Background: an optimization exercise with open tools, aiming at a short achievable clock period and few clock cycles per item. Do not read the settings as production practice. The RTL was checked by simulation tests, not by an equivalence proof against the original design. No activity file was given, so power comes from the tool's default toggle rates.

`design/flow/run.sh`:
```
#!/bin/bash
# synth_recipe.tcl (not shown) runs the flow's synth.tcl, then flattens the netlist and writes it again
# the make line also repeats each setting of config.mk as NAME=value (left out here)
make -C /OpenROAD-flow-scripts/flow DESIGN_CONFIG=/design/flow/config.mk WORK_HOME=/design/flow/orfs CLKGATE_MAP_FILE= SYNTH_SCRIPT=/design/flow/synth_recipe.tcl finish
```
`design/flow/design.v`:
```
package vft_pkg;
  localparam logic OP_COUNT = 1'b0;
  localparam logic OP_READ  = 1'b1;
  localparam logic [2:0] ST_NEW         = 3'd0;
  localparam logic [2:0] ST_INCREMENTED = 3'd1;
  localparam logic [2:0] ST_FULL        = 3'd2;
  localparam logic [2:0] ST_READ_OK     = 3'd3;
  localparam logic [2:0] ST_UNUSED      = 3'd4;
  localparam logic [31:0] COUNT_MAX = 32'hFFFF_FFFF;
  typedef struct packed {
    logic               operation;
    logic signed [31:0] value;
    logic        [3:0]  index;
  } vft_in_t;
  typedef struct packed {
    logic signed [31:0] entry_value;
    logic        [31:0] entry_count;
    logic        [2:0]  status;
    logic        [4:0]  used_entries;
  } vft_out_t;
  typedef struct packed {
    logic [31:0] value;
    logic [31:0] count;
  } vft_entry_t;
  typedef enum logic [2:0] {
    S_IDLE,
    S_SCAN,
    S_APPEND,
    S_RDWAIT,
    S_DONE
  } vft_state_e;
endpackage
module value_frequency_table_core #(
  parameter int ENTRIES = 16
) (
  input  logic        clk_i,
  input  logic        rst_ni,
  input  logic        in_valid_i,
  output logic        in_ready_o,
  input  logic [36:0] in_data_i,
  output logic        out_valid_o,
  input  logic        out_ready_i,
  output logic [71:0] out_data_o
);
  localparam int N    = ENTRIES;
  localparam int FW   = $clog2(N + 1);
  localparam int CAP  = 4;            
  localparam int CW   = $clog2(CAP + 1);
  logic [N-1:0][31:0] tv_q;       
  logic [N-1:0][31:0] tc_q;       
  logic [N-1:0]       valid_q;    
  logic [N-1:0]       slot_q;     
  logic               full_q;     
  logic [FW-1:0]      fill_q;
  logic        in_ready_q;
  logic         b_vld_q;
  logic         b_op_q;
  logic [31:0]  b_val_q;
  logic [3:0]   b_idx_q;
  logic [N-1:0] hit_q;
  logic         b_new;
  logic         acc;
  logic [31:0]  a_val;
  logic [N-1:0] hit_d;
  logic         byp_w;
  assign acc   = in_valid_i & in_ready_q;
  assign a_val = in_data_i[35:4];
  always_comb begin
    byp_w = b_new & (b_val_q == a_val);
    for (int k = 0; k < N; k++) begin
      hit_d[k] = acc & (in_data_i[36] == vft_pkg::OP_COUNT) &
                 ((valid_q[k] & (tv_q[k] == a_val)) | (byp_w & slot_q[k]));
    end
  end
  always_ff @(posedge clk_i or negedge rst_ni) begin
    if (!rst_ni) begin
      b_vld_q <= 1'b0;
      hit_q   <= '0;
    end else begin
      b_vld_q <= acc;
      hit_q   <= hit_d;
    end
  end
  always_ff @(posedge clk_i) begin
    b_op_q  <= in_data_i[36];
    b_val_q <= a_val;
    b_idx_q <= in_data_i[3:0];
  end
  logic               b_anyhit;
  logic               b_miss;      
  logic [N-1:0][31:0] tc_inc;      
  logic [N-1:0]       sel_d;
  logic               rd_ok;
  logic [2:0]         status_d;
  assign b_anyhit = |hit_q;
  assign b_miss   = (b_op_q == vft_pkg::OP_COUNT) & ~b_anyhit & ~full_q;
  assign b_new    = b_vld_q & b_miss;
  assign rd_ok    = valid_q[b_idx_q];
  always_comb begin
    for (int k = 0; k < N; k++) begin
      tc_inc[k] = (tc_q[k] == vft_pkg::COUNT_MAX) ? tc_q[k] : tc_q[k] + 32'd1;
      sel_d[k]  = hit_q[k] | (b_miss & slot_q[k]) |
                  ((b_op_q == vft_pkg::OP_READ) & valid_q[k] & (b_idx_q == k[3:0]));
    end
    if (b_op_q == vft_pkg::OP_READ) begin
      status_d = rd_ok ? vft_pkg::ST_READ_OK : vft_pkg::ST_UNUSED;
    end else if (b_anyhit) begin
      status_d = vft_pkg::ST_INCREMENTED;
    end else begin
      status_d = full_q ? vft_pkg::ST_FULL : vft_pkg::ST_NEW;
    end
  end
  for (genvar k = 0; k < N; k++) begin : g_entry
    always_ff @(posedge clk_i) begin
      if (slot_q[k]) begin
        tv_q[k] <= b_val_q;
        tc_q[k] <= 32'd1;
      end else if (hit_q[k]) begin
        tc_q[k] <= tc_inc[k];
      end
    end
  end
  always_ff @(posedge clk_i or negedge rst_ni) begin
    if (!rst_ni) begin
      valid_q <= '0;
      slot_q  <= N'(1);
      full_q  <= 1'b0;
      fill_q  <= '0;
    end else if (b_new) begin
      valid_q <= valid_q | slot_q;
      slot_q  <= {slot_q[N-2:0], 1'b0};
      full_q  <= slot_q[N-1];
      fill_q  <= fill_q + FW'(1);
    end
  end
  logic         r_vld_q;
  logic         r_op_q;
  logic [N-1:0] r_sel_q;
  logic [2:0]   r_status_q;
  logic [31:0]  r_val_q;
  logic [31:0]  r_vmux, r_cmux;
  logic [71:0]  res_w;
  always_ff @(posedge clk_i or negedge rst_ni) begin
    if (!rst_ni) begin
      r_vld_q <= 1'b0;
    end else begin
      r_vld_q <= b_vld_q;
    end
  end
  always_ff @(posedge clk_i) begin
    r_op_q     <= b_op_q;
    r_sel_q    <= sel_d;
    r_status_q <= status_d;
    r_val_q    <= b_val_q;
  end
  always_comb begin
    r_vmux = '0;
    r_cmux = '0;
    for (int k = 0; k < N; k++) begin
      r_vmux = r_vmux | ({32{r_sel_q[k]}} & tv_q[k]);
      r_cmux = r_cmux | ({32{r_sel_q[k]}} & tc_q[k]);
    end
  end
  assign res_w = {((r_op_q == vft_pkg::OP_READ) ? r_vmux : r_val_q), r_cmux, r_status_q,
                  5'(fill_q)};
  localparam int QW = $clog2(CAP);
  logic              ov_q;
  logic [71:0]       head_q;
  logic [CAP-1:0][71:0] q_q;
  logic [QW-1:0]     rp_q, wp_q, rp_nx;
  logic [CW-1:0]     qn_q;
  logic              take;
  logic [71:0]       cand_hold, cand_take;
  assign take  = ov_q & out_ready_i;
  assign rp_nx = (rp_q == QW'(CAP - 1)) ? '0 : rp_q + QW'(1);
  assign cand_hold = (qn_q == '0)     ? res_w : q_q[rp_q];
  assign cand_take = (qn_q == CW'(1)) ? res_w : q_q[rp_nx];
  always_ff @(posedge clk_i or negedge rst_ni) begin
    if (!rst_ni) begin
      ov_q <= 1'b0;
      rp_q <= '0;
      wp_q <= '0;
      qn_q <= '0;
    end else begin
      if (take) begin
        ov_q <= (qn_q > CW'(1)) | r_vld_q;
        rp_q <= rp_nx;
      end else begin
        ov_q <= (qn_q != '0) | r_vld_q;
      end
      if (r_vld_q) begin
        wp_q <= (wp_q == QW'(CAP - 1)) ? '0 : wp_q + QW'(1);
      end
      qn_q <= qn_q + CW'(r_vld_q) - CW'(take);
    end
  end
  always_ff @(posedge clk_i) begin
    head_q <= take ? cand_take : cand_hold;
    for (int s = 0; s < CAP; s++) begin
      if (r_vld_q && (wp_q == QW'(s))) begin
        q_q[s] <= res_w;
      end
    end
  end
  assign out_valid_o = ov_q;
  assign out_data_o  = head_q;
  logic [CW-1:0] cred_q;
  always_ff @(posedge clk_i or negedge rst_ni) begin
    if (!rst_ni) begin
      cred_q <= '0;
    end else begin
      cred_q <= cred_q + CW'(acc) - CW'(take);
    end
  end
  always_ff @(posedge clk_i) begin
    if (acc && !take) begin
      in_ready_q <= (32'(cred_q) + 1 < CAP);
    end else if (!acc && take) begin
      in_ready_q <= 1'b1;
    end else begin
      in_ready_q <= (32'(cred_q) < CAP);
    end
  end
  assign in_ready_o = in_ready_q;
endmodule
module vft_top (
  input  logic        clk_i,
  input  logic        rst_ni,
  input  logic        in_valid_i,
  output logic        in_ready_o,
  input  logic [36:0] in_data_i,
  output logic        out_valid_o,
  input  logic        out_ready_i,
  output logic [71:0] out_data_o
);
  value_frequency_table_core #(
    .ENTRIES (16)
  ) u_core (
    .clk_i       (clk_i),
    .rst_ni      (rst_ni),
    .in_valid_i  (in_valid_i),
    .in_ready_o  (in_ready_o),
    .in_data_i   (in_data_i),
    .out_valid_o (out_valid_o),
    .out_ready_i (out_ready_i),
    .out_data_o  (out_data_o)
  );
endmodule
```
`design/flow/config.mk`:
```
export PLATFORM = sky130hd
export DESIGN_NAME = vft_top
export DESIGN_NICKNAME = vft_top
export VERILOG_FILES = /design/flow/design.v
export SDC_FILE = /design/flow/constraint.sdc
export NUM_CORES = 4
export LEC_CHECK = 0
export ABC_CLOCK_PERIOD_IN_PS = 2500
export CAP_MARGIN = 20
export CORE_MARGIN = 2
export CORE_UTILIZATION = 45
export SETUP_SLACK_MARGIN = 5
export SLEW_MARGIN = 20
```
`design/flow/constraint.sdc`:
```
create_clock -name core_clock -period 8.0 [get_ports {clk_i}]
set_input_delay 1.6000 -clock core_clock [delete_from_list [all_inputs] [get_ports {clk_i}]]
set_output_delay 1.6000 -clock core_clock [all_outputs]
set_load 0.01 [all_outputs]
```
==> results of run 1 <==
[critical path: cells and delay by family]
kind            cells  cell delay [ns]
buf+inv             3             0.55
compound gates      1             0.21
simple gates        3             1.14
xor+xnor            1             0.38
[per-layer routing]
metal | global-route usage, % | part of all wire (%) | vias up
met5 | 1.01 | 0.083 | -
met4 | 14.9 | 5.2 | 18
met3 | 13.9 | 15 | 873
met2 | 49.3 | 41 | 4470
met1 | 48.1 | 39 | 31280
li1 | - | - | 26399
[cells in the mapped netlist, types with 66 or more instances]
library cell  instances
or3_1               190
xnor2_1             414
nor3_1              103
o21ai_0             220
nand3_1             214
and4_1               78
a22o_1              240
a211oi_1            152
edfxtp_1            800
dfxtp_1             674
nor2_1              300
mux4_2               76
dfrtp_1              66
xor2_1              292
nand2_1             274
mux2i_1             152
a221oi_1            250
clkbuf_1            364
nor4_1              123
nand4_1             314
mux2_2               82
inv_1               111
or4_1               107
a21oi_1             409
o31ai_1              94
[registers in the layout, indices dropped and copies added, names as in the netlist, 32 cells and up]
signal / cells
u_core.b_val_q: 32
u_core.tc_q: 512
u_core.tv_q: 512
u_core.q_q: 288
u_core.r_val_q: 32
u_core.head_q: 72
[final timing paths]
| kind | cells past startpoint | start | to |
|---|---|---|---|
| max | 8 | in_data_i[13] | u_core.hit_q[9] |
| min | 0 | u_core.b_vld_q | u_core.r_vld_q |
| max reg2reg | 5 | u_core.r_sel_q[0] | u_core.head_q[20] |
| min reg2reg | 0 | u_core.b_vld_q | u_core.r_vld_q |
| max in group asynchronous | 2 | rst_ni | u_core.slot_q[15] |
| min in group asynchronous | 1 | rst_ni | u_core.ov_q |
[area by class of cell]
type                       count  area, um2  area share (%)
clock inverter                81        908            1.07
antenna                        9       22.5          0.0265
clock buffer                 227       4710            5.53
inverter                     111        433           0.509
tap                         2189       2740            3.22
multi-input combinational   4625      33600            39.5
timing repair buffer         388       3350            3.94
sequential                  1541      39300            46.2
[metrics by stage]
step                      area (um2)  cells  setup slack (ns)
after floorplan                74500   6719              4.75
after global placement         77700   8708              3.22
after detailed placement       77700   8708              3.24
after CTS                      84500   9127              4.99
after global routing           85000   9162              4.98
final                          85100   9171              4.87
[power groups by stage]
stage / combinational (mW) / clock (mW) / sequential (mW)
floorplan: 2.73 / 0 / 9.35
global placement: 4.04 / 0 / 9.42
detailed placement: 4.11 / 0 / 9.43
CTS: 4.14 / 8.07 / 9.28
global route: 4.54 / 8.36 / 9.31
finish: 4.26 / 8.03 / 9.28
[kinds of logic after synthesis]
family / Yosys count / share of synthesized area, %
buffers and inverters: 558 / 2.89
AO/OA/AOI/OAI: 1632 / 15.4
adder cells (fa/ha/maj): 32 / 0.559
multiplexers: 311 / 5.61
XOR/XNOR: 706 / 8.32
flip-flops: 1541 / 52.8
AND/OR/NAND/NOR: 1939 / 14.4
[what timing repair did]
action	CTS	global route
endpoints found under the setup margin	257	122
pin swaps	34	30
buffers inserted	107	27
hold buffers	0	0
gates resized for setup	472	53
cloned	4	1
==> results.txt, run 1 <==
### Timing
- 0.319 GHz — Peak Freq
- 0 ns — sum of negative setup slack
- 1.20 ns — slew at the pin closest to its max-slew limit
- 0 — Setup violations, final
- 39.2% — post-route fraction of the period consumed by the critical path
- 0 — final number of max-transition violations
- 0 — count of endpoints failing hold in the final timing report
- 0.0303 ns — worst clock skew
- 0.433 ns — hold slack final
- 3.13 ns — final critical delay including setup and external delays
- true — RSZ-0062 raised after global routing
- 19.9% — headroom to the max-slew limit

### Clock network
- yes — clock tree from TritonCTS
- 3 — maximum number of buffers from clock root to sink
- clkbuf_16 — root buffer cell
- 4 — maximum level of the CTS H-tree
- 167 — number of buffers added by the clock tree synthesis step
- 0.07 ns — Clock Pin Slew Worst Setup and Hold Paths
- 0.83 ns — latest clock arrival within the worst-skew pair
- 1541 — sinks on the clock net

### Critical path
- dlygate4sd2_1, buf_12, buf_4, xnor2_1, nand4_1, nor3_1, nand4_1, o22ai_1 — cells along the critical path
- 4.96 ns — R2R setup slack
- 3.87 ns — signal arrival time at the worst endpoint
- in2reg — path type of the worst setup path
- nand4_1 — Worst path most repeated cell
- input pin — Worst setup SP type
- flop — type of element capturing the critical path
- 0.49 ns — CP max stage delay
- nand4_1 — critical-path cell with the highest stage delay
- 5 — highest net fanout along the worst path
- 8.74 ns — critical path required time

### Logic synthesis
- 4.35% — share of flip-flops with an asynchronous set or reset
- edfxtp_1, dfxtp_1, xnor2_1 — most area-consuming cells after synthesis
- 800 — EDFF count, synth
- 1541 — flop and latch count out of synthesis
- edfxtp_1 — cell taking the most area after synthesis
- 11.1 um2 — mean instance size in the synthesized netlist
- 77 — distinct cell type count after synthesis
- 6792 — synthesized netlist net count
- 6719 — Mapped Cells
- edfxtp_1 — leading register cell type out of synthesis
- 1 — YS warnings
- 32.3% — area share of the largest cell type after synthesis
- 52.8% — share of synthesized area occupied by flip-flops and latches
- 74300 um2 — Synth Cell Area

### Drt
- 0 — DRC
- 10.5k — Detailed Route Iter0 Violations
- 9 — TritonRoute pass-1 iters
- 33.6 um — detailed-route wire length per cell
- 6.87 — average vias per placed instance
- 308000 um — wire length reported by the detailed router
- 63.0k — DR vias
- 0 — antenna-violating nets left

### Floorplan
- 410 um — y dimension of the die
- 410 um — floorplan die width
- 45.2% — starting density of the core
- 164000 um2 — placeable core region
- 149 — standard-cell rows
- 168000 um2 — Die ar.
- 115 — I/O Pins

### Place
- 114 — port bufs
- 211000 um — DPL Wire Length
- 1.08 — last weighted congestion value of the routability-driven placer

### Global routing
- 426000 um — wire length of the first global-routing pass
- 66 — maximum number of pins on one net before global-route repair
- 35.3% — aggregate global-route resource usage
- 26 — initial antenna violation count
- 0 — overall overflow remaining after global route
- 56.5k — vias in the first global route

### Layout
- 51.7% — final core utilization
- 14.5k — Fill cells
- 14.5% — relative area change from synthesis to final layout
- 14.0% — layout cells sized above 1
- 6907 — Final nets
- edfxtp_1 — most frequent standard cell in the layout excluding fill and tap cells
- edfxtp_1, dfxtp_1, a21oi_1, xnor2_1, nand4_1 — most frequent cells in the layout

### Hold path
- reg2reg — Hold WC Path Type

### Power and ir drop
- 253 nW/um2 — Power Density
- 543 uV — Max VDD drop
- 37.2% — clock network fraction of total power
- 29.3% — fraction of power spent switching nets
- 19.8% — share of total power in combinational logic
- 21.6 mW — Tot Pwr
- 6.31 mW — net switching power
- 28.4 nW — LEAKAGE
- 43.0% — Seq pwr share
- 15.3 mW — cell internal power dissipation

### Job
- 0 — number of violations of the max-capacitance limit

### Run status
- complete, no violations — status

Testbench counts, summed over its fixed seeds: cycles 12,992, items 12,800.
==> inputs of run 2 (changes only) <==
==> design/flow/flow/run.sh (new file) <==
#!/bin/bash
set -euo pipefail
bash standard.sh synth > synth.log 2>&1
bash standard.sh \
  "BUFFER_PORTS_ARGS=-buffer_cell sky130_fd_sc_hd__buf_4" \
  "SETUP_SLACK_MARGIN=${MARGIN:-5.3}" \
  finish > layout.log 2>&1
test -s out/final.def
==> design/flow/standard.sh (new file) <==
#!/bin/bash
# synth_recipe.tcl (not shown) runs the flow's synth.tcl, then flattens the netlist and writes it again
# the make line also repeats each setting of config.mk as NAME=value (left out here)
make -C /OpenROAD-flow-scripts/flow DESIGN_CONFIG=/design/flow/config.mk WORK_HOME=/design/flow/orfs CLKGATE_MAP_FILE= SYNTH_SCRIPT=/design/flow/synth_recipe.tcl "${@:-finish}"
--- a/design/flow/config.mk
+++ b/design/flow/config.mk
@@ -9,5 +9,4 @@
 export CAP_MARGIN = 20
 export CORE_MARGIN = 2
 export CORE_UTILIZATION = 45
-export SETUP_SLACK_MARGIN = 5
 export SLEW_MARGIN = 20
removed: design/flow/run.sh
==> run 2 against run 1 <==
Compared with the run above:
- clock skew about the same
- final area fell by 0.49%
- area after synthesis did not move
- largest cell class unchanged
- still clean on timing, DRC and antenna
- non-clock buffer count decreased by 114
- utilization decreased by 0.25 points
- sequential share of layout area grew 0.31 points
- combinational power up 7.3%
- first-iteration DRC count increased by 1.4%
- critical path depth shrank 7
- synthesized cell count did not move
- critical path type is now reg2out
- via count decreased by 0.91%
==> results.txt, run 2 <==
### Run status
- complete, no violations — status

### Power and ir drop
- 28.0 nW — LEAKAGE, -1.2%
- 21.9 mW — Tot Pwr, +1.7%
- 259 nW/um2 — Power Density, +2.2%
- 548 uV — Max VDD drop, +0.91%

### Critical path
- reg2out — path type of the worst setup path
- 1.36 ns — signal arrival time at the worst endpoint, -2.51 ns
- 5.27 ns — R2R setup slack, +0.31 ns
- 6.40 ns — critical path required time, -2.34 ns
- output port — type of element capturing the critical path
- dfrtp_2 — critical-path cell with the highest stage delay
- flop — Worst setup SP type
- u_core.head_q[32] — endpoint of the worst-slack reg-to-reg timing path
- buf_6 — cells along the critical path
- flip-flops — cell class contributing the biggest share of worst-path delay
- 1 — CP bufs+invs, -2
- 0.41 ns — CP max stage delay, -0.08 ns
- u_core.r_sel_q[5] — R2R Path Start
- 2 — highest net fanout along the worst path, -3
- 6 — depth of the worst register-to-register path, +1

### Global routing
- 35.2% — aggregate global-route resource usage, -0.056 points
- 426000 um — wire length of the first global-routing pass, +0.18%
- 30 — initial antenna violation count, +15%
- 0 — overall overflow remaining after global route, unchanged
- 56.3k — vias in the first global route, -0.40%
- 59 — maximum number of pins on one net before global-route repair, -11%

### Logic synthesis
- 6792 — synthesized netlist net count, unchanged
- 15.4% — compound-gate portion of the synthesized area, unchanged
- edfxtp_1 — leading register cell type out of synthesis
- 0.559% — Synth Area in Adders, unchanged
- 74300 um2 — Synth Cell Area, unchanged
- 6719 — Mapped Cells, unchanged
- edfxtp_1, dfxtp_1, xnor2_1, a21oi_1, clkbuf_1 — top cells by instance count after synthesis
- 52.8% — share of synthesized area occupied by flip-flops and latches, unchanged
- edfxtp_1 — dominant cell by count in the synthesized netlist
- 11.1 um2 — mean instance size in the synthesized netlist, unchanged
- 1 — YS warnings, unchanged
- compound AO/OA/AOI/OAI gates — dominant combinational cell family by area after synthesis
- edfxtp_1 — cell taking the most area after synthesis
- 32.3% — area share of the largest cell type after synthesis, unchanged
- 77 — distinct cell type count after synthesis, unchanged
- edfxtp_1, dfxtp_1, xnor2_1 — most area-consuming cells after synthesis
- 4.35% — share of flip-flops with an asynchronous set or reset, unchanged
- 5.61% — multiplexer area fraction after synthesis, unchanged
- 1541 — flop and latch count out of synthesis, unchanged
- 8.32% — xor/xnor share of the synthesized area, unchanged
- 14.4% — Post-Synth Simple-Gate Area, unchanged
- 800 — EDFF count, synth, unchanged

### Place
- 114 — port bufs, unchanged
- 213000 um — DPL Wire Length, +1.1%
- 8678 — placed insts, -0.34%
- 1.14 — last weighted congestion value of the routability-driven placer, +5.1%

### Clock network
- 0 — quantity of hold-fixing buffers added after cts, unchanged
- clkbuf_16 — root buffer cell
- 0.84 ns — latest clock arrival within the worst-skew pair, about the same
- 170 — number of buffers added by the clock tree synthesis step, +1.8%
- 3 — maximum number of buffers from clock root to sink, unchanged
- 4 — maximum level of the CTS H-tree, unchanged
- 1541 — sinks on the clock net, unchanged
- 0.06 ns — Clock Pin Slew Worst Setup and Hold Paths, about the same
- yes — clock tree from TritonCTS

### Floorplan
- 164000 um2 — placeable core region, unchanged
- 45.2% — starting density of the core, unchanged
- 410 um — floorplan die width, unchanged
- 168000 um2 — Die ar., unchanged
- 410 um — y dimension of the die, unchanged
- 149 — standard-cell rows, unchanged
- 115 — I/O Pins, unchanged

### Drt
- 0 — antenna-violating nets left, unchanged
- 10 — TritonRoute pass-1 iters, +1
- 307000 um — wire length reported by the detailed router, -0.59%
- 0 — DRC, unchanged
- 62.5k — DR vias, -0.91%
- 33.8 um — detailed-route wire length per cell, +0.60%
- 10.7k — Detailed Route Iter0 Violations, +1.4%
- 6.89 — average vias per placed instance, +0.27%

### Job
- 0 — number of violations of the max-capacitance limit, unchanged

### Layout
- 14.4k — Fill cells, -0.56%
- 9063 — post-layout instance count excluding filler cells, -1.2%
- u_core.tc_q: 512 flops, u_core.tv_q: 512 flops, u_core.q_q: 288 flops — biggest regs
- edfxtp_1 — most frequent standard cell in the layout excluding fill and tap cells
- 14.1% — layout cells sized above 1, +0.077 points
- 51.5% — final core utilization, -0.25 points
- edfxtp_1, dfxtp_1, xnor2_1, a21oi_1, nand4_1 — most frequent cells in the layout
- 6795 — Final nets, -1.6%
- 33700 um2 — area used by multi-input combinational logic, +0.30%
- 14.0% — relative area change from synthesis to final layout
- 39400 um2 — sequential standard cell area, +0.18%

### Timing
- 2.96 ns — final critical delay including setup and external delays, -0.179 ns
- 0.338 GHz — Peak Freq, +6.0%
- 0 — Setup violations, final, unchanged
- 21.9% — headroom to the max-slew limit, +2.0 points
- 1.16 ns — slew at the pin closest to its max-slew limit, -0.0402 ns
- 0.0304 ns — worst clock skew, +0.000119 ns
- 0.475 ns — hold slack final, +0.0421 ns
- 36.9% — post-route fraction of the period consumed by the critical path, -2.2 points
- true — RSZ-0062 raised after global routing
- 0 — final number of max-transition violations, unchanged
- 0 ns — sum of negative setup slack, unchanged
- 0 — count of endpoints failing hold in the final timing report, unchanged

### Hold path
- u_core.b_val_q[10] — launch instance of the worst min-delay path
- reg2reg — Hold WC Path Type
- 0 — hold-critical path depth, unchanged
- u_core.tv_q[10] — worst hold endpoint

## run 2: cell count changes in the layout (fill, tap and decap cells not counted), sizes merged, moves of 2 or more
cell,change
clkinv,+3
dlygate4sd2,-22
dlymetal6s2s,-3
bufinv,-2
clkdlybuf4s15,-11
clkdlybuf4s50,-8
buf,-62
inv,-5
## run 2: final cells by class
| class | instances | area share [%] |
|---|---|---|
| clock buffers | 237 | 5.73 |
| inverters | 111 | 0.511 |
| flip-flops and latches | 1541 | 46.5 |
| multi-input cells | 4624 | 39.8 |
| clock inverters | 77 | 0.962 |
| diodes | 10 | 0.0296 |
| repair buffers | 274 | 3.20 |
| well taps | 2189 | 3.24 |
## run 2: power by group
group | total [mW] | switching, mW | internal, mW
logic | 4.57 | 2.57 | 2.01
clock network | 8.04 | 3.40 | 4.64
registers | 9.31 | 0.380 | 8.93
## run 2: how the worst max path moves through the flow
stage / endpoint / cells after the start / slack, ns / from
after global routing: out_valid_o / 1 / 5.01 / u_core.ov_q
after floorplan: u_core.hit_q[11] / 8 / 4.75 / in_data_i[6]
after global placement: u_core.hit_q[10] / 6 / 4.03 / in_data_i[7]
after detailed placement: u_core.hit_q[10] / 6 / 4.08 / in_data_i[7]
final: out_valid_o / 1 / 5.04 / u_core.ov_q
after CTS: out_valid_o / 1 / 5.00 / u_core.ov_q
## run 2: what timing repair did
action                                  4_1_cts  5_1_grt
pin swaps                                    28       22
setup buffers                                35       20
gates resized for setup                     216      100
cloned                                        4        1
endpoints found under the setup margin      429      277
## run 2: worst register-to-register path: cells and delay by family, from the launching register on
family                 cells  cell delay, ns
and+or+nand+nor            2            0.63
AOI/OAI and AO/OA          3            1.37
DFF                        1            0.32
buffers and inverters      1            0.28
## run 2: kinds of logic (layout without fill, tap and decap cells)
| family | count (synthesis) | in the layout |
|---|---|---|
| other | 0 | 10 |
| flip-flops | 1541 | 1541 |
| XOR/XNOR | 706 | 706 |
| adder cells (fa/ha/maj) | 32 | 32 |
| AO/OA/AOI/OAI | 1632 | 1632 |
| buffers and inverters | 558 | 699 |
| multiplexers | 311 | 311 |
| AND/OR/NAND/NOR | 1939 | 1943 |
## run 2: metrics by stage
step,setup WS (ns),instance area [um2]
2_1_floorplan,4.75,74600
3_3_place_gp,4.03,77200
3_5_place_dp,4.08,77200
4_1_cts,5.00,84000
5_1_grt,5.01,84600
6_report,5.04,84700
## run 2: layer usage
| layer | global-route usage, % | wire [um] | part of all wire [%] |
|---|---|---|---|
| met1 | 48.6 | 122000 | 40 |
| met5 | 0.316 | 192 | 0.063 |
| met3 | 13.4 | 44000 | 14 |
| met2 | 49.6 | 126000 | 41 |
| met4 | 13.5 | 14500 | 4.7 |
==> inputs of run 3 (changes only) <==
==> design/flow/flow/run.sh (replaced) <==
#!/bin/bash
set -euo pipefail
bash standard.sh synth > synth.log 2>&1
bash standard.sh \
  "BUFFER_PORTS_ARGS=-buffer_cell sky130_fd_sc_hd__buf_4" \
  "SETUP_SLACK_MARGIN=${MARGIN:-5.5}" \
  finish > layout.log 2>&1
test -s out/final.def
--- a/design/flow/config.mk
+++ b/design/flow/config.mk
@@ -9,4 +9,6 @@
 export CAP_MARGIN = 20
 export CORE_MARGIN = 2
 export CORE_UTILIZATION = 45
+export CTS_CLUSTER_DIAMETER = 100
+export CTS_CLUSTER_SIZE = 25
 export SLEW_MARGIN = 20
==> run 3 against run 2 <==
Compared with the run above:
- highest routed layer unchanged
- clock skew rose by 0.010 ns
- maximum frequency fell by 1.1%
- critical path depth rose by 6
- die area did not move
- sequential share of layout area rose by 0.92 points
- register-to-register slack barely moved
==> results.txt, run 3 <==
### Drt
- 10.7k — Detailed Route Iter0 Violations, +0.59%
- 8 — TritonRoute pass-1 iters, -2
- 0 — DRC, unchanged
- 0 — antenna-violating nets left, unchanged
- 62.3k — DR vias, -0.28%
- 35.0 um — detailed-route wire length per cell, +3.5%
- 6.95 — average vias per placed instance, +0.86%
- 314000 um — wire length reported by the detailed router, +2.3%

### Logic synthesis
- 1541 — flop and latch count out of synthesis, unchanged
- edfxtp_1, dfxtp_1, xnor2_1, a21oi_1, clkbuf_1 — top cells by instance count after synthesis
- 1 — YS warnings, unchanged
- 11.1 um2 — mean instance size in the synthesized netlist, unchanged
- 6719 — Mapped Cells, unchanged
- edfxtp_1 — leading register cell type out of synthesis
- edfxtp_1 — dominant cell by count in the synthesized netlist
- 4.35% — share of flip-flops with an asynchronous set or reset, unchanged
- 74300 um2 — Synth Cell Area, unchanged
- 800 — EDFF count, synth, unchanged
- 52.8% — share of synthesized area occupied by flip-flops and latches, unchanged
- edfxtp_1, dfxtp_1, xnor2_1 — most area-consuming cells after synthesis
- 77 — distinct cell type count after synthesis, unchanged
- 32.3% — area share of the largest cell type after synthesis, unchanged
- edfxtp_1 — cell taking the most area after synthesis
- 6792 — synthesized netlist net count, unchanged

### Floorplan
- 410 um — y dimension of the die, unchanged
- 115 — I/O Pins, unchanged
- 168000 um2 — Die ar., unchanged
- 45.2% — starting density of the core, unchanged
- 164000 um2 — placeable core region, unchanged
- 410 um — floorplan die width, unchanged
- 149 — standard-cell rows, unchanged

### Timing
- 0.0408 ns — worst clock skew, +0.0104 ns
- 0 — Setup violations, final, unchanged
- 0 ns — sum of negative setup slack, unchanged
- 37.4% — post-route fraction of the period consumed by the critical path, +0.41 points
- 1.18 ns — slew at the pin closest to its max-slew limit, +0.0190 ns
- 20.6% — headroom to the max-slew limit, -1.3 points
- 0.335 GHz — Peak Freq, -1.1%
- 2.99 ns — final critical delay including setup and external delays, +0.0330 ns
- true — RSZ-0062 raised after global routing
- 0 — count of endpoints failing hold in the final timing report, unchanged
- 5.01 ns — Worst Setup Slack, final, -0.0330 ns
- 0 — final number of max-transition violations, unchanged

### Layout
- 50.6% — final core utilization, -0.90 points
- 34700 um2 — area used by multi-input combinational logic, +2.9%
- edfxtp_1 — most frequent standard cell in the layout excluding fill and tap cells
- 15.0% — layout cells sized above 1, +0.93 points
- u_core.tc_q: 512 flops, u_core.tv_q: 512 flops, u_core.q_q: 288 flops — biggest regs
- 8961 — post-layout instance count excluding filler cells, -1.1%
- 12.0% — relative area change from synthesis to final layout
- 6785 — Final nets, -0.15%
- 39500 um2 — sequential standard cell area, +0.19%
- 14.7k — Fill cells, +1.7%
- edfxtp_1, dfxtp_1, a21oi_1, xnor2_1, nand4_1 — most frequent cells in the layout

### Hold path
- reg2reg — Hold WC Path Type
- 0 — hold-critical path depth, unchanged
- u_core.b_val_q[3] — launch instance of the worst min-delay path
- u_core.r_val_q[3] — worst hold endpoint

### Critical path
- 3.65 ns — signal arrival time at the worst endpoint, +2.29 ns
- flop — type of element capturing the critical path
- 5 — depth of the worst register-to-register path, -1
- u_core.b_val_q[1] — R2R Path Start
- nand4_1 — Worst path most repeated cell
- u_core.hit_q[12] — endpoint of the worst-slack reg-to-reg timing path
- in_data_i[10] — launching element of the worst setup path
- in2reg — path type of the worst setup path
- xnor2_1 — critical-path cell with the highest stage delay
- buf_16, buf_4, xnor2_1, nand4_1, nor4_1, nand4_1, o22ai_2 — cells along the critical path
- 8.67 ns — critical path required time, +2.27 ns
- input pin — Worst setup SP type
- 0.65 ns — CP max stage delay, +0.24 ns
- 5.28 ns — R2R setup slack, about the same
- 5 — highest net fanout along the worst path, +3

### Run status
- complete, no violations — status

### Global routing
- 28 — initial antenna violation count, -6.7%
- 55.6k — vias in the first global route, -1.3%
- 429000 um — wire length of the first global-routing pass, +0.69%
- 0 — overall overflow remaining after global route, unchanged
- 35.6% — aggregate global-route resource usage, +0.39 points
- 67 — maximum number of pins on one net before global-route repair, +14%

### Place
- 215000 um — DPL Wire Length, +0.88%
- 8673 — placed insts, -0.058%
- 114 — port bufs, unchanged
- 1.12 — last weighted congestion value of the routability-driven placer, -1.6%
- 3.84 ns — worst-case setup slack after placement, -0.245 ns

### Clock network
- clkbuf_16 — root buffer cell
- 0.12 ns — Clock Pin Slew Worst Setup and Hold Paths, +0.06 ns
- yes — clock tree from TritonCTS
- 1541 — sinks on the clock net, unchanged
- 3 — maximum number of buffers from clock root to sink, unchanged
- 3 — maximum level of the CTS H-tree, -1
- 0.74 ns — latest clock arrival within the worst-skew pair, -0.10 ns
- 73 — number of buffers added by the clock tree synthesis step, -57%

### Power and ir drop
- 18.6 mW — Tot Pwr, -15%
- 223 nW/um2 — Power Density, -14%
- 27.1 nW — LEAKAGE, -3.3%
- 554 uV — Max VDD drop, +1.2%

### Job
- 0 — number of violations of the max-capacitance limit, unchanged

==> run 3: cell type report <==
type                            count  area share, %
Multi-Input combinational cell   4631           41.7
Timing Repair Buffer              352           4.38
Tap cell                         2189           3.29
Timing Repair inverter              2         0.0211
Clock buffer                      117           2.43
Sequential cell                  1541           47.4
Antenna cell                        6         0.0181
Clock inverter                     12          0.182
Inverter                          111          0.521
==> run 3: metrics by stage <==
stage	area (um2)	hold slack [ns]
floorplan	74700	0.354
global placement	77200	0.458
detailed placement	77200	0.451
CTS	81600	0.464
global route	83200	0.475
finish	83200	0.477
==> run 3: worst max-delay path by stage <==
stage	endpoint	slack, ns	cells past startpoint
floorplan	u_core.hit_q[11]	4.75	8
global placement	u_core.hit_q[10]	3.85	6
detailed placement	u_core.hit_q[10]	3.84	6
CTS	out_valid_o	5.09	1
global route	out_valid_o	5.11	1
finish	u_core.hit_q[9]	5.01	7
==> run 3: critical path: cells and delay by family <==
kind	cells	cell delay (ns)
and+or+nand+nor	3	0.89
AOI/OAI and AO/OA	1	0.25
xor gates and xnor gates	1	0.65
buffers and inverters	2	0.26
==> run 3: kinds of logic (layout without fill, tap and decap cells) <==
kind of cell,after synthesis,count (layout),synth area share (%)
mux,311,311,5.61
compound gates,1632,1633,15.4
xor+xnor,706,706,8.32
buf+inv,558,594,2.89
fa+ha+maj,32,32,0.559
flops,1541,1541,52.8
other cells,0,6,0
simple gates,1939,1949,14.4
==> run 3: report_power, final <==
group          switching, mW  internal [mW]  total [mW]
Sequential             0.411           8.92        9.34
Combinational           2.63           2.07        4.70
Clock                   2.73           1.81        4.54
Total                   5.77           12.8        18.6
==> run 3: per-layer routing <==
metal  global-route usage, %  vias up  routed length (um)
met4                    13.3       20               14500
met3                    11.8      667               45000
met5                       0        -                 229
met2                    51.1     4306              130000
li1                        -    26072                   -
met1                    49.6    31227              123000
==> run 3: repair_timing <==
item,in CTS,in global routing
cloned,11,5
setup endpoints to repair,585,454
gates resized for setup,358,201
hold buffers,0,0
pin swaps,51,49
setup buffers,83,54
==> inputs of run 4 (changes only) <==
--- a/design/flow/design.v
+++ b/design/flow/design.v
@@ -169,12 +169,15 @@
   logic [CAP-1:0][71:0] q_q;
   logic [QW-1:0]     rp_q, wp_q, rp_nx;
   logic [CW-1:0]     qn_q;
+  logic              q_any;
   logic              take;
-  logic [71:0]       cand_hold, cand_take;
-  assign take  = ov_q & out_ready_i;
+  logic [71:0]       cand_hold, cand_take, cand_rdy;
+  assign q_any = (qn_q != '0);
+  assign take  = q_any & out_ready_i;
   assign rp_nx = (rp_q == QW'(CAP - 1)) ? '0 : rp_q + QW'(1);
   assign cand_hold = (qn_q == '0)     ? res_w : q_q[rp_q];
   assign cand_take = (qn_q == CW'(1)) ? res_w : q_q[rp_nx];
+  assign cand_rdy  = q_any ? cand_take : cand_hold;
   always_ff @(posedge clk_i or negedge rst_ni) begin
     if (!rst_ni) begin
       ov_q <= 1'b0;
@@ -186,7 +189,7 @@
         ov_q <= (qn_q > CW'(1)) | r_vld_q;
         rp_q <= rp_nx;
       end else begin
-        ov_q <= (qn_q != '0) | r_vld_q;
+        ov_q <= q_any | r_vld_q;
       end
       if (r_vld_q) begin
         wp_q <= (wp_q == QW'(CAP - 1)) ? '0 : wp_q + QW'(1);
@@ -195,7 +198,7 @@
     end
   end
   always_ff @(posedge clk_i) begin
-    head_q <= take ? cand_take : cand_hold;
+    head_q <= out_ready_i ? cand_rdy : cand_hold;
     for (int s = 0; s < CAP; s++) begin
       if (r_vld_q && (wp_q == QW'(s))) begin
         q_q[s] <= res_w;
==> design/flow/flow/run.sh (replaced) <==
#!/bin/bash
set -euo pipefail
bash standard.sh synth > synth.log 2>&1
bash standard.sh \
  "BUFFER_PORTS_ARGS=-buffer_cell sky130_fd_sc_hd__buf_4" \
  "IO_CONSTRAINTS=$PWD/flow/io.tcl" \
  "SETUP_SLACK_MARGIN=${MARGIN:-5.5}" \
  finish > layout.log 2>&1
test -s out/final.def
==> design/flow/flow/io.tcl (new file) <==
# Result side on the right edge, word side on the left edge.
set_io_pin_constraint -pin_names {out_data_o[*] out_valid_o out_ready_i in_ready_o} -region right:*
set_io_pin_constraint -pin_names {in_data_i[*] in_valid_i} -region left:*
--- a/design/flow/config.mk
+++ b/design/flow/config.mk
@@ -10,5 +10,5 @@
 export CORE_MARGIN = 2
 export CORE_UTILIZATION = 45
 export CTS_CLUSTER_DIAMETER = 100
-export CTS_CLUSTER_SIZE = 25
+export CTS_CLUSTER_SIZE = 20
 export SLEW_MARGIN = 20
==> run 4 against run 3 <==
Compared with the run above:
- cell count decreased by 1.3%
- total power shrank 1.6%
- still clean
- critical endpoint is now out_valid_o
- non-clock buffer count decreased by 10
==> results.txt, run 4 <==
### Global routing
- 423000 um — wire length of the first global-routing pass, -1.5%
- 75 — maximum number of pins on one net before global-route repair, +12%
- 25 — initial antenna violation count, -11%
- 0 — overall overflow remaining after global route, unchanged
- 54.4k — vias in the first global route, -2.1%
- 36.1% — aggregate global-route resource usage, +0.54 points

### Power and ir drop
- 222 nW/um2 — Power Density, -0.78%
- 18.3 mW — Tot Pwr, -1.6%
- 322 uV — Max VDD drop, -42%
- 26.7 nW — LEAKAGE, -1.5%

### Place
- 114 — port bufs, unchanged
- 216000 um — DPL Wire Length, +0.29%
- 1.13 — last weighted congestion value of the routability-driven placer, +0.64%
- 8552 — placed insts, -1.4%

### Clock network
- 87 — number of buffers added by the clock tree synthesis step, +19%
- 0.76 ns — latest clock arrival within the worst-skew pair, +0.02 ns
- 3 — maximum number of buffers from clock root to sink, unchanged
- 0 — quantity of hold-fixing buffers added after cts, unchanged
- clkbuf_16 — root buffer cell
- yes — clock tree from TritonCTS
- 1541 — sinks on the clock net, unchanged
- 0.09 ns — Clock Pin Slew Worst Setup and Hold Paths, -0.03 ns
- 3 — maximum level of the CTS H-tree, unchanged

### Timing
- 35.4% — post-route fraction of the period consumed by the critical path, -1.9 points
- 0.504 ns — hold slack final, +0.0265 ns
- 0 — final number of max-transition violations, unchanged
- 21.4% — headroom to the max-slew limit, +0.86 points
- 0 — Setup violations, final, unchanged
- 2.83 ns — final critical delay including setup and external delays, -0.155 ns
- 1.18 ns — slew at the pin closest to its max-slew limit, -0.00196 ns
- 0 ns — sum of negative setup slack, unchanged
- 0 — count of endpoints failing hold in the final timing report, unchanged
- true — RSZ-0062 raised after global routing
- 0.0483 ns — worst clock skew, +0.00751 ns
- 0.353 GHz — Peak Freq, +5.5%

### Critical path
- 6.40 ns — critical path required time, -2.27 ns
- 1 — highest net fanout along the worst path, -4
- 0.38 ns — CP max stage delay, -0.27 ns
- 1.23 ns — signal arrival time at the worst endpoint, -2.42 ns
- dfrtp_1 — critical-path cell with the highest stage delay
- 1 — CP bufs+invs, -1
- reg2out — path type of the worst setup path
- output port — type of element capturing the critical path
- buf_6 — cells along the critical path
- flip-flops — cell class contributing the biggest share of worst-path delay
- 5.42 ns — R2R setup slack, +0.14 ns
- flop — Worst setup SP type

### Logic synthesis
- 85 — distinct cell type count after synthesis, +10%
- 11.1 um2 — mean instance size in the synthesized netlist, +0.19%
- edfxtp_1, dfxtp_1, xnor2_1 — most area-consuming cells after synthesis
- 6668 — synthesized netlist net count, -1.8%
- edfxtp_1 — leading register cell type out of synthesis
- 73100 um2 — Synth Cell Area, -1.7%
- 1 — YS warnings, unchanged
- 6595 — Mapped Cells, -1.8%
- 53.7% — share of synthesized area occupied by flip-flops and latches, +0.89 points
- edfxtp_1 — dominant cell by count in the synthesized netlist
- 1541 — flop and latch count out of synthesis, unchanged
- edfxtp_1 — cell taking the most area after synthesis
- 32.9% — area share of the largest cell type after synthesis, +0.55 points
- 800 — EDFF count, synth, unchanged
- edfxtp_1, dfxtp_1, xnor2_1, nand2_1, clkbuf_1 — top cells by instance count after synthesis
- 4.35% — share of flip-flops with an asynchronous set or reset, unchanged

### Drt
- 61.4k — DR vias, -1.4%
- 310000 um — wire length reported by the detailed router, -1.3%
- 9 — TritonRoute pass-1 iters, +1
- 35.0 um — detailed-route wire length per cell, about the same
- 0 — DRC, unchanged
- 9842 — Detailed Route Iter0 Violations, -8.1%
- 0 — antenna-violating nets left, unchanged
- 6.94 — average vias per placed instance, -0.13%

### Floorplan
- 407 um — floorplan die width, -0.83%
- 407 um — y dimension of the die, -0.83%
- 115 — I/O Pins, unchanged
- 161000 um2 — placeable core region, -2.1%
- 166000 um2 — Die ar., -1.6%
- 45.4% — starting density of the core, +0.21 points
- 147 — standard-cell rows, -1.3%

### Layout
- 6691 — Final nets, -1.4%
- 15.3% — layout cells sized above 1, +0.33 points
- 8847 — post-layout instance count excluding filler cells, -1.3%
- edfxtp_1 — most frequent standard cell in the layout excluding fill and tap cells
- edfxtp_1, dfxtp_1, xnor2_1, nand2_1, nor2_1 — most frequent cells in the layout
- 14.2k — Fill cells, -3.3%
- 33600 um2 — area used by multi-input combinational logic, -3.1%
- u_core.tc_q: 512 flops, u_core.tv_q: 512 flops, u_core.q_q: 288 flops — biggest regs
- 12.9% — relative area change from synthesis to final layout
- 39400 um2 — sequential standard cell area, about the same

### Job
- 0 — number of violations of the max-capacitance limit, unchanged

### Hold path
- reg2reg — Hold WC Path Type

### Run status
- complete, no violations — status

run 4: final cells by class:
cell class,instances,share of cell area [%]
Sequential cell,1541,47.8
Multi-Input combinational cell,4523,40.8
Timing Repair Buffer,342,4.49
Tap cell,2160,3.28
Clock buffer,140,2.89
Inverter,123,0.566
Clock inverter,8,0.165
Antenna cell,10,0.0303
run 4: final timing paths:
| check | start | cells after the start | endpoint |
|---|---|---|---|
| setup / recovery | u_core.ov_q | 1 | out_valid_o |
| hold / removal | u_core.b_vld_q | 0 | u_core.r_vld_q |
| setup reg to reg | u_core.r_sel_q[2] | 7 | u_core.head_q[38] |
| hold reg to reg | u_core.b_vld_q | 0 | u_core.r_vld_q |
| max in group asynchronous | rst_ni | 2 | u_core.slot_q[10] |
| min in group asynchronous | rst_ni | 1 | u_core.qn_q[0] |
run 4: power by group:
group / internal, mW / switching [mW] / leakage [nW]
combinational: 1.88 / 2.19 / 12.0
sequential: 8.91 / 0.413 / 13.5
clock: 2.11 / 2.78 / 1.20
total: 12.9 / 5.37 / 26.7
run 4: logic make-up (layout without fill, tap and decap cells):
family                   count (synthesis)  after routing  synth area share, %
AND/OR/NAND/NOR                       1973           1974                 14.6
flip-flops                            1541           1541                 53.7
multiplexers                           288            288                 5.43
other                                    0             10                    0
buffers and inverters                  533            613                 2.80
XOR/XNOR                               702            702                 8.42
adder cells (fa/ha/maj)                 32             32                0.569
AO/OA/AOI/OAI                         1526           1527                 14.6
run 4: repair_timing:
| action | 4_1_cts | 5_1_grt |
|---|---|---|
| buffers inserted | 69 | 63 |
| resized for setup | 414 | 158 |
| gates cloned | 3 | 1 |
| pin swaps | 54 | 53 |
| hold endpoints to repair | 0 | 0 |
| endpoints found under the setup margin | 582 | 422 |
run 4: metal layers:
| metal | global-route usage [%] | part of all wire [%] |
|---|---|---|
| met1 | 49.7 | 39 |
| met2 | 50.5 | 40 |
| met3 | 14.4 | 15 |
| met4 | 14.1 | 4.9 |
| met5 | 0.297 | 0.054 |
run 4: stage by stage:
stage / setup slack, ns / cell area (um2) / utilization [%]
after floorplan: 4.75 / 73300 / -
after global placement: 4.03 / 76000 / 47.2
after detailed placement: 3.98 / 76000 / 47.2
after CTS: 5.13 / 81000 / 50.3
after global routing: 5.14 / 82400 / 51.2
final: 5.17 / 82500 / 51.2
Testbench counts of run 4, summed over its fixed seeds: cycles 12,992, items 12,800.
==> inputs of run 5 (changes only) <==
--- a/design/flow/design.v
+++ b/design/flow/design.v
@@ -44,7 +44,7 @@
 );
   localparam int N    = ENTRIES;
   localparam int FW   = $clog2(N + 1);
-  localparam int CAP  = 4;            
+  localparam int CAP  = 5;            
   localparam int CW   = $clog2(CAP + 1);
   logic [N-1:0][31:0] tv_q;       
   logic [N-1:0][31:0] tc_q;       
@@ -60,15 +60,27 @@
   logic [N-1:0] hit_q;
   logic         b_new;
   logic         acc;
+  logic         i_vld_q;
+  logic [36:0]  i_data_q;
   logic [31:0]  a_val;
   logic [N-1:0] hit_d;
   logic         byp_w;
   assign acc   = in_valid_i & in_ready_q;
-  assign a_val = in_data_i[35:4];
+  assign a_val = i_data_q[35:4];
+  always_ff @(posedge clk_i or negedge rst_ni) begin
+    if (!rst_ni) begin
+      i_vld_q <= 1'b0;
+    end else begin
+      i_vld_q <= acc;
+    end
+  end
+  always_ff @(posedge clk_i) begin
+    i_data_q <= in_data_i;
+  end
   always_comb begin
     byp_w = b_new & (b_val_q == a_val);
     for (int k = 0; k < N; k++) begin
-      hit_d[k] = acc & (in_data_i[36] == vft_pkg::OP_COUNT) &
+      hit_d[k] = i_vld_q & (i_data_q[36] == vft_pkg::OP_COUNT) &
                  ((valid_q[k] & (tv_q[k] == a_val)) | (byp_w & slot_q[k]));
     end
   end
@@ -77,14 +89,14 @@
       b_vld_q <= 1'b0;
       hit_q   <= '0;
     end else begin
-      b_vld_q <= acc;
+      b_vld_q <= i_vld_q;
       hit_q   <= hit_d;
     end
   end
   always_ff @(posedge clk_i) begin
-    b_op_q  <= in_data_i[36];
+    b_op_q  <= i_data_q[36];
     b_val_q <= a_val;
-    b_idx_q <= in_data_i[3:0];
+    b_idx_q <= i_data_q[3:0];
   end
   logic               b_anyhit;
   logic               b_miss;      
==> run 5 against run 4 <==
Compared with the run above:
- die area is 6.6% higher
- non-clock buffer count is 42 higher
- worst setup slack worse by 0.078 ns
- clock power is 8.0% higher
- still clean
- critical path depth stayed put
- via count is 5.2% higher
- highest routed layer unchanged
- area after synthesis is 6.7% higher
- clock skew is 0.0093 ns lower
- global-route usage is 1.2 points lower
- register-to-register slack worse by 0.03 ns
- cell count is 4.9% higher
==> results.txt, run 5 <==
### Run status
- complete, no violations — status

### Power and ir drop
- 27.5% — share of total power in combinational logic, +5.2 points
- 238 nW/um2 — Power Density, +7.6%
- 47.2% — Seq pwr share, -3.8 points
- 29.1 nW — LEAKAGE, +9.0%
- 6.83 mW — net switching power, +27%
- 32.7% — fraction of power spent switching nets, +3.3 points
- 25.3% — clock network fraction of total power, -1.4 points
- 270 uV — Max VDD drop, -16%
- 14.1 mW — cell internal power dissipation, +8.9%

### Critical path
- 6.40 ns — critical path required time, about the same
- 0.41 ns — CP max stage delay, +0.03 ns
- 1 — highest net fanout along the worst path, unchanged
- buf_6 — cells along the critical path
- dfrtp_1 — critical-path cell with the highest stage delay
- 1 — number of gates on the worst path with buffers counted, unchanged
- reg2out — path type of the worst setup path
- 6 — depth of the worst register-to-register path, -1
- flop — Worst setup SP type
- 1 — CP bufs+invs, unchanged
- 1.31 ns — signal arrival time at the worst endpoint, +0.08 ns
- output port — type of element capturing the critical path
- 5.39 ns — R2R setup slack, -0.03 ns
- flip-flops — cell class contributing the biggest share of worst-path delay

### Timing
- 2.91 ns — final critical delay including setup and external delays, +0.0778 ns
- 36.4% — post-route fraction of the period consumed by the critical path, +0.97 points
- 0 — Setup violations, final, unchanged
- 22.5% — headroom to the max-slew limit, +1.0 points
- 1.15 ns — slew at the pin closest to its max-slew limit, -0.0306 ns
- 0 — count of endpoints failing hold in the final timing report, unchanged
- 0.344 GHz — Peak Freq, -2.7%
- 0 ns — sum of negative setup slack, unchanged
- 0.0390 ns — worst clock skew, -0.00930 ns
- 0 — final number of max-transition violations, unchanged
- true — RSZ-0062 raised after global routing

### Floorplan
- 420 um — floorplan die width, +3.3%
- 45.3% — starting density of the core, -0.057 points
- 172000 um2 — placeable core region, +6.8%
- 115 — I/O Pins, unchanged
- 420 um — y dimension of the die, +3.3%
- 152 — standard-cell rows, +3.4%
- 177000 um2 — Die ar., +6.6%

### Logic synthesis
- 90 — distinct cell type count after synthesis, +5.9%
- 872 — EDFF count, synth, +9.0%
- edfxtp_1, dfxtp_1, xor2_1 — most area-consuming cells after synthesis
- 1653 — flop and latch count out of synthesis, +7.3%
- edfxtp_1 — dominant cell by count in the synthesized netlist
- edfxtp_1 — cell taking the most area after synthesis
- edfxtp_1, dfxtp_1, xor2_1, clkbuf_1, a21oi_1 — top cells by instance count after synthesis
- 77900 um2 — Synth Cell Area, +6.7%
- 11.3 um2 — mean instance size in the synthesized netlist, +2.3%
- 6875 — Mapped Cells, +4.2%
- 1 — YS warnings, unchanged
- edfxtp_1 — leading register cell type out of synthesis
- 33.6% — area share of the largest cell type after synthesis, +0.71 points
- 4.23% — share of flip-flops with an asynchronous set or reset, -0.11 points
- 6950 — synthesized netlist net count, +4.2%
- 54.1% — share of synthesized area occupied by flip-flops and latches, +0.45 points

### Drt
- 0 — DRC, unchanged
- 64.6k — DR vias, +5.2%
- 321000 um — wire length reported by the detailed router, +3.6%
- 6.96 — average vias per placed instance, +0.32%
- 10.4k — Detailed Route Iter0 Violations, +6.1%
- 0 — antenna-violating nets left, unchanged
- 34.6 um — detailed-route wire length per cell, -1.3%
- 8 — TritonRoute pass-1 iters, -1

### Layout
- edfxtp_1 — most frequent standard cell in the layout excluding fill and tap cells
- 9281 — post-layout instance count excluding filler cells, +4.9%
- 15.9% — layout cells sized above 1, +0.59 points
- 12.4% — relative area change from synthesis to final layout
- edfxtp_1, dfxtp_1, xor2_1, nor2_1, a21oi_1 — most frequent cells in the layout
- u_core.tc_q: 512 flops, u_core.tv_q: 512 flops, u_core.q_q: 360 flops — biggest regs
- 6971 — Final nets, +4.2%

### Global routing
- 35.0% — aggregate global-route resource usage, -1.2 points
- 442000 um — wire length of the first global-routing pass, +4.6%
- 23 — initial antenna violation count, -8.0%
- 58.4k — vias in the first global route, +7.4%
- 0 — overall overflow remaining after global route, unchanged
- 82 — maximum number of pins on one net before global-route repair, +9.3%

### Place
- 216000 um — DPL Wire Length, +0.17%
- 1.06 — last weighted congestion value of the routability-driven placer, -5.9%
- 8962 — placed insts, +4.8%
- 114 — port bufs, unchanged

### Clock network
- 0.77 ns — latest clock arrival within the worst-skew pair, about the same
- 1653 — sinks on the clock net, +7.3%
- 0 — quantity of hold-fixing buffers added after cts, unchanged
- 0.09 ns — Clock Pin Slew Worst Setup and Hold Paths, about the same
- 3 — maximum number of buffers from clock root to sink, unchanged
- yes — clock tree from TritonCTS
- 94 — number of buffers added by the clock tree synthesis step, +8.0%
- clkbuf_16 — root buffer cell
- 3 — maximum level of the CTS H-tree, unchanged

### Hold path
- reg2reg — Hold WC Path Type
- 0 — hold-critical path depth, unchanged

### Job
- 0 — number of violations of the max-capacitance limit, unchanged

-- run 5: cell count changes in the layout (fill, tap and decap cells not counted), sizes merged, moves of 49 or more --
cell    change
a22o       +61
edfxtp     +72
o221ai     +52
mux2i      -91
xnor2     -105
a211oi     +49
a221oi     +52
a21oi      +51
nor4       +49
nand2      -95
xor2      +126
o21ai      -59
-- run 5: routing by layer --
layer  track usage [%]  part of all wire, %  up-vias
met5                 0                 0.10        -
met4              12.6                  4.2       20
met1              49.2                   40    32438
met3              12.1                   15      653
li1                  -                    -    26910
met2              49.6                   41     4613
-- run 5: kinds of logic (layout without fill, tap and decap cells) --
logic type | count (synthesis) | in the layout | synth area share, %
muxes | 186 | 186 | 3.79
and+or+nand+nor | 1950 | 1962 | 14.0
xor gates and xnor gates | 723 | 723 | 8.12
buffers and inverters | 574 | 646 | 2.86
other | 0 | 8 | 0
adders and majority gates | 34 | 34 | 0.565
DFF | 1653 | 1653 | 54.1
AOI/OAI and AO/OA | 1755 | 1759 | 16.6
-- run 5: what timing repair did --
action / 4_1_cts / 5_1_grt
setup buffers: 77 / 49
cloned: 16 / 5
pin swaps: 47 / 42
resized for setup: 344 / 144
endpoints found under the setup margin: 724 / 537
-- run 5: worst paths after layout --
kind / from / to
setup / recovery: u_core.ov_q / out_valid_o
hold / removal: u_core.i_data_q[3] / u_core.b_idx_q[3]
setup reg to reg: u_core.i_data_q[34] / u_core.hit_q[6]
hold reg to reg: u_core.i_data_q[3] / u_core.b_idx_q[3]
max in group asynchronous: rst_ni / u_core.slot_q[13]
min in group asynchronous: rst_ni / u_core.fill_q[3]
-- run 5: power by group through the flow --
| stage | combinational, mW | clock, mW | sequential [mW] |
|---|---|---|---|
| 2_1_floorplan | 3.38 | 0 | 9.90 |
| 3_3_place_gp | 4.50 | 0 | 10.1 |
| 3_5_place_dp | 4.61 | 0 | 10.1 |
| 4_1_cts | 5.45 | 5.33 | 9.83 |
| 5_1_grt | 6.00 | 5.63 | 9.89 |
| 6_report | 5.75 | 5.28 | 9.86 |
-- run 5: through the flow --
step | util (%) | setup WS (ns) | hold WS [ns] | total power, mW | cell area [um2]
floorplan | - | 5.07 | 0.310 | 13.3 | 78700
global placement | 47.3 | 3.95 | 0.317 | 14.6 | 81400
detailed placement | 47.3 | 3.89 | 0.312 | 14.7 | 81400
CTS | 50.3 | 5.05 | 0.330 | 20.6 | 86400
global route | 51.0 | 5.07 | 0.339 | 21.5 | 87600
finish | 51.0 | 5.09 | 0.329 | 20.9 | 87600
-- run 5: cell type report --
class | instances | area [um2]
Fill cell | 15203 | 84300
Sequential cell | 1653 | 42400
Multi-Input combinational cell | 4664 | 35300
Timing Repair Buffer | 384 | 3780
Tap cell | 2310 | 2890
Clock buffer | 151 | 2570
Inverter | 99 | 377
Clock inverter | 12 | 199
Antenna cell | 8 | 20.0
Testbench counts of run 5, summed over its fixed seeds: cycles 13,056, items 12,800.
==> inputs of run 6 (changes only) <==
--- a/design/flow/design.v
+++ b/design/flow/design.v
@@ -44,7 +44,7 @@
 );
   localparam int N    = ENTRIES;
   localparam int FW   = $clog2(N + 1);
-  localparam int CAP  = 5;            
+  localparam int CAP  = 4;            
   localparam int CW   = $clog2(CAP + 1);
   logic [N-1:0][31:0] tv_q;       
   logic [N-1:0][31:0] tc_q;       
@@ -57,46 +57,55 @@
   logic         b_op_q;
   logic [31:0]  b_val_q;
   logic [3:0]   b_idx_q;
-  logic [N-1:0] hit_q;
   logic         b_new;
-  logic         acc;
-  logic         i_vld_q;
-  logic [36:0]  i_data_q;
-  logic [31:0]  a_val;
-  logic [N-1:0] hit_d;
-  logic         byp_w;
+  localparam int NB = 4;              
+  localparam int BW = 32 / NB;
+  logic                  acc;
+  logic [31:0]           a_val;
+  logic [N-1:0][NB-1:0]  peq_d, peq_q;    
+  logic [NB-1:0]         pby_d, pby_q;    
   assign acc   = in_valid_i & in_ready_q;
-  assign a_val = i_data_q[35:4];
-  always_ff @(posedge clk_i or negedge rst_ni) begin
-    if (!rst_ni) begin
-      i_vld_q <= 1'b0;
-    end else begin
-      i_vld_q <= acc;
-    end
-  end
-  always_ff @(posedge clk_i) begin
-    i_data_q <= in_data_i;
-  end
-  always_comb begin
-    byp_w = b_new & (b_val_q == a_val);
+  assign a_val = in_data_i[35:4];
+  always_comb begin
+    for (int j = 0; j < NB; j++) begin
+      pby_d[j] = (b_val_q[j*BW +: BW] == a_val[j*BW +: BW]);
+      for (int k = 0; k < N; k++) begin
+        peq_d[k][j] = (tv_q[k][j*BW +: BW] == a_val[j*BW +: BW]);
+      end
+    end
+  end
+  always_ff @(posedge clk_i or negedge rst_ni) begin
+    if (!rst_ni) begin
+      b_vld_q <= 1'b0;
+    end else begin
+      b_vld_q <= acc;
+    end
+  end
+  always_ff @(posedge clk_i) begin
+    b_op_q  <= in_data_i[36];
+    b_val_q <= a_val;
+    b_idx_q <= in_data_i[3:0];
+    peq_q   <= peq_d;
+    pby_q   <= pby_d;
+  end
+  logic         y_new_q;     
+  logic [N-1:0] y_slot_q;    
+  logic [N-1:0] hit_w;
+  always_ff @(posedge clk_i or negedge rst_ni) begin
+    if (!rst_ni) begin
+      y_new_q <= 1'b0;
+    end else begin
+      y_new_q <= b_new;
+    end
+  end
+  always_ff @(posedge clk_i) begin
+    y_slot_q <= slot_q;
+  end
+  always_comb begin
     for (int k = 0; k < N; k++) begin
-      hit_d[k] = i_vld_q & (i_data_q[36] == vft_pkg::OP_COUNT) &
-                 ((valid_q[k] & (tv_q[k] == a_val)) | (byp_w & slot_q[k]));
-    end
-  end
-  always_ff @(posedge clk_i or negedge rst_ni) begin
-    if (!rst_ni) begin
-      b_vld_q <= 1'b0;
-      hit_q   <= '0;
-    end else begin
-      b_vld_q <= i_vld_q;
-      hit_q   <= hit_d;
-    end
-  end
-  always_ff @(posedge clk_i) begin
-    b_op_q  <= i_data_q[36];
-    b_val_q <= a_val;
-    b_idx_q <= i_data_q[3:0];
+      hit_w[k] = b_vld_q & (b_op_q == vft_pkg::OP_COUNT) & valid_q[k] &
+                 ((y_new_q & y_slot_q[k]) ? (&pby_q) : (&peq_q[k]));
+    end
   end
   logic               b_anyhit;
   logic               b_miss;      
@@ -104,14 +113,14 @@
   logic [N-1:0]       sel_d;
   logic               rd_ok;
   logic [2:0]         status_d;
-  assign b_anyhit = |hit_q;
+  assign b_anyhit = |hit_w;
   assign b_miss   = (b_op_q == vft_pkg::OP_COUNT) & ~b_anyhit & ~full_q;
   assign b_new    = b_vld_q & b_miss;
   assign rd_ok    = valid_q[b_idx_q];
   always_comb begin
     for (int k = 0; k < N; k++) begin
       tc_inc[k] = (tc_q[k] == vft_pkg::COUNT_MAX) ? tc_q[k] : tc_q[k] + 32'd1;
-      sel_d[k]  = hit_q[k] | (b_miss & slot_q[k]) |
+      sel_d[k]  = hit_w[k] | (b_miss & slot_q[k]) |
                   ((b_op_q == vft_pkg::OP_READ) & valid_q[k] & (b_idx_q == k[3:0]));
     end
     if (b_op_q == vft_pkg::OP_READ) begin
@@ -127,7 +136,7 @@
       if (slot_q[k]) begin
         tv_q[k] <= b_val_q;
         tc_q[k] <= 32'd1;
-      end else if (hit_q[k]) begin
+      end else if (hit_w[k]) begin
         tc_q[k] <= tc_inc[k];
       end
     end
==> run 6 against run 5 <==
Compared with the run above:
- still clean on timing, DRC and antenna
- maximum frequency fell by 0.80%
- combinational power shrank 29%
- area after synthesis fell by 6.9%
- critical path depth stayed put
- sequential power barely moved
- first-iteration DRC count is 27% lower
- critical endpoint unchanged
- largest cell class unchanged
- largest power group unchanged
- highest routed layer unchanged
==> results.txt, run 6 <==
### Run status
- complete, no violations — status

### Layout
- 81700 um2 — Layout Cell Area excl Fill, -6.7%
- 12.6% — relative area change from synthesis to final layout
- u_core.tc_q: 512 flops, u_core.tv_q: 512 flops, u_core.q_q: 288 flops — biggest regs
- edfxtp_1 — most frequent standard cell in the layout excluding fill and tap cells
- 6361 — Final nets, -8.8%
- 8511 — post-layout instance count excluding filler cells, -8.3%
- 14.1k — Fill cells, -7.2%
- edfxtp_1, xnor2_1, dfxtp_1, nor2_1, nand4_1 — most frequent cells in the layout
- 14.8% — layout cells sized above 1, -1.2 points
- 50.9% — final core utilization, about the same

### Logic synthesis
- 1610 — flop and latch count out of synthesis, -2.6%
- 6306 — synthesized netlist net count, -9.3%
- edfxtp_1 — leading register cell type out of synthesis
- 81 — distinct cell type count after synthesis, -10%
- 11.6 um2 — mean instance size in the synthesized netlist, +2.7%
- 72500 um2 — Synth Cell Area, -6.9%
- edfxtp_1 — cell taking the most area after synthesis
- 1 — YS warnings, unchanged
- edfxtp_1 — dominant cell by count in the synthesized netlist
- 55.8% — share of synthesized area occupied by flip-flops and latches, +1.7 points
- 33.1% — area share of the largest cell type after synthesis, -0.48 points
- 800 — EDFF count, synth, -8.3%
- 6233 — Mapped Cells, -9.3%
- 3.23% — share of flip-flops with an asynchronous set or reset, -1.0 points

### Timing
- 5.07 ns — Worst Setup Slack, final, -0.0236 ns
- 0.495 ns — hold slack final, +0.166 ns
- true — RSZ-0062 raised after global routing
- 0.341 GHz — Peak Freq, -0.80%
- 0 — Setup violations, final, unchanged
- 21.4% — headroom to the max-slew limit, -1.1 points
- 0 — count of endpoints failing hold in the final timing report, unchanged
- 0 — final number of max-transition violations, unchanged
- 0.0397 ns — worst clock skew, +0.000733 ns

### Place
- 8202 — placed insts, -8.5%
- 114 — port bufs, unchanged
- 172000 um — DPL Wire Length, -20%
- 75400 um2 — total cell area at the placement stage, -7.3%
- 3.97 ns — worst-case setup slack after placement, +0.0789 ns

### Critical path
- buf_6 — cells along the critical path
- output port — type of element capturing the critical path
- 0.46 ns — CP max stage delay, +0.05 ns
- flip-flops — cell class contributing the biggest share of worst-path delay
- 5.37 ns — R2R setup slack, -0.02 ns
- flop — Worst setup SP type
- u_core.fill_q[1] — endpoint of the worst-slack reg-to-reg timing path
- 10 — depth of the worst register-to-register path, +4
- 1 — CP bufs+invs, unchanged

### Floorplan
- 45.2% — starting density of the core, -0.11 points
- 405 um — floorplan die width, -3.5%
- 164000 um2 — Die ar., -6.9%
- 160000 um2 — placeable core region, -6.7%
- 147 — standard-cell rows, -3.3%

### Hold path
- u_core.tc_q[63] — worst hold endpoint
- 2 — hold-critical path depth, +2
- u_core.tc_q[63] — launch instance of the worst min-delay path

### Global routing
- 70 — maximum number of pins on one net before global-route repair, -15%
- 14 — initial antenna violation count, -39%
- 51.0k — vias in the first global route, -13%

### Job
- 0 — number of violations of the max-capacitance limit, unchanged

### Drt
- 30.8 um — detailed-route wire length per cell, -11%
- 8 — TritonRoute pass-1 iters, unchanged
- 6.39 — average vias per placed instance, -8.3%

### Power and ir drop
- 379 uV — Max VDD drop, +41%
- 19.0 mW — Tot Pwr, -9.2%
- 27.4 nW — LEAKAGE, -6.0%

### Clock network
- 90 — number of buffers added by the clock tree synthesis step, -4.3%
- 3 — maximum number of buffers from clock root to sink, unchanged
- 0.74 ns — latest clock arrival within the worst-skew pair, -0.03 ns
- 0 — quantity of hold-fixing buffers added after cts, unchanged
- yes — clock tree from TritonCTS

run 6: repair_timing:
item                                    CTS  global route
resized for setup                       383           153
gates cloned                             11             3
pin swaps                                59            37
buffers inserted                         94            46
endpoints found under the setup margin  962           459
run 6: power breakdown:
| group | internal (mW) | switching (mW) | total [mW] |
|---|---|---|---|
| Sequential | 9.30 | 0.570 | 9.87 |
| Clock | 2.17 | 2.81 | 4.98 |
| Combinational | 2.12 | 1.99 | 4.11 |
| Total | 13.6 | 5.37 | 19.0 |
run 6: final cells by class:
class                           count  area [um2]  share of cell area [%]
Tap cell                         2160        2700                    3.31
Clock inverter                      6        73.8                  0.0903
Inverter                          106         400                   0.490
Sequential cell                  1610       40900                    50.0
Clock buffer                      148        2510                    3.07
Multi-Input combinational cell   4155       31500                    38.6
Antenna cell                        1        2.50                 0.00306
Timing Repair Buffer              325        3620                    4.43
run 6: routing by layer:
metal	track usage (%)	vias up	part of all wire [%]	wire [um]
met1	43.0	27349	40	104000
met4	13.3	18	4.8	12700
met2	47.1	3148	44	115000
met5	0	-	0.043	113
met3	6.84	553	11	30200
li1	-	23311	-	-
run 6: worst max-delay path by stage:
stage                         from                end  slack, ns  cells after the start
finish                 u_core.ov_q        out_valid_o       5.07                      1
global route           u_core.ov_q        out_valid_o       5.02                      1
CTS                    u_core.ov_q        out_valid_o       5.02                      1
detailed placement  u_core.rp_q[0]  u_core.head_q[35]       3.97                      6
global placement    u_core.rp_q[0]  u_core.head_q[36]       4.03                      6
floorplan              out_ready_i     u_core.qn_q[1]       5.12                      9
run 6: logic make-up (layout without fill, tap and decap cells):
group | Yosys count | count (layout) | share of synthesized area (%)
and+or+nand+nor | 2007 | 2011 | 14.1
DFF | 1610 | 1610 | 55.8
xor gates and xnor gates | 965 | 965 | 11.7
AOI/OAI and AO/OA | 909 | 910 | 9.43
buffers and inverters | 473 | 585 | 2.55
muxes | 237 | 237 | 5.87
adders and majority gates | 32 | 32 | 0.573
other | 0 | 1 | 0
Testbench counts of run 6, summed over its fixed seeds: cycles 12,992, items 12,800.

re-timing with driven ports:
The flow's constraints put no driver on any port. The routed layouts listed below were extracted and timed again, unchanged, in two steps. Step 1 sets driving cells, clkbuf_16 on the clock port and buf_2 on the other inputs (assumed; they add their load-dependent delay and slew). Step 2 times the ports against the registers' clock, not the clock port: input delays grow and output delays shrink by t, the midpoint of the rising clock arrivals with the driver on. a / b / c = ideal ports / drivers / drivers and shift; a / b = the first two.
run	t (ns)	setup slack, ns
run 1	0.911	4.866 / 4.941 / 4.030
run 2	0.917	5.045 / 4.953 / 4.234
run 3	0.813	5.012 / 5.002 / 4.189
run 4	0.821	5.167 / 5.084 / 4.458
run 5	0.839	5.089 / 5.000 / 4.774
run 6	0.796	5.066 / 4.989 / 4.840
After both steps every run listed still meets setup and hold.
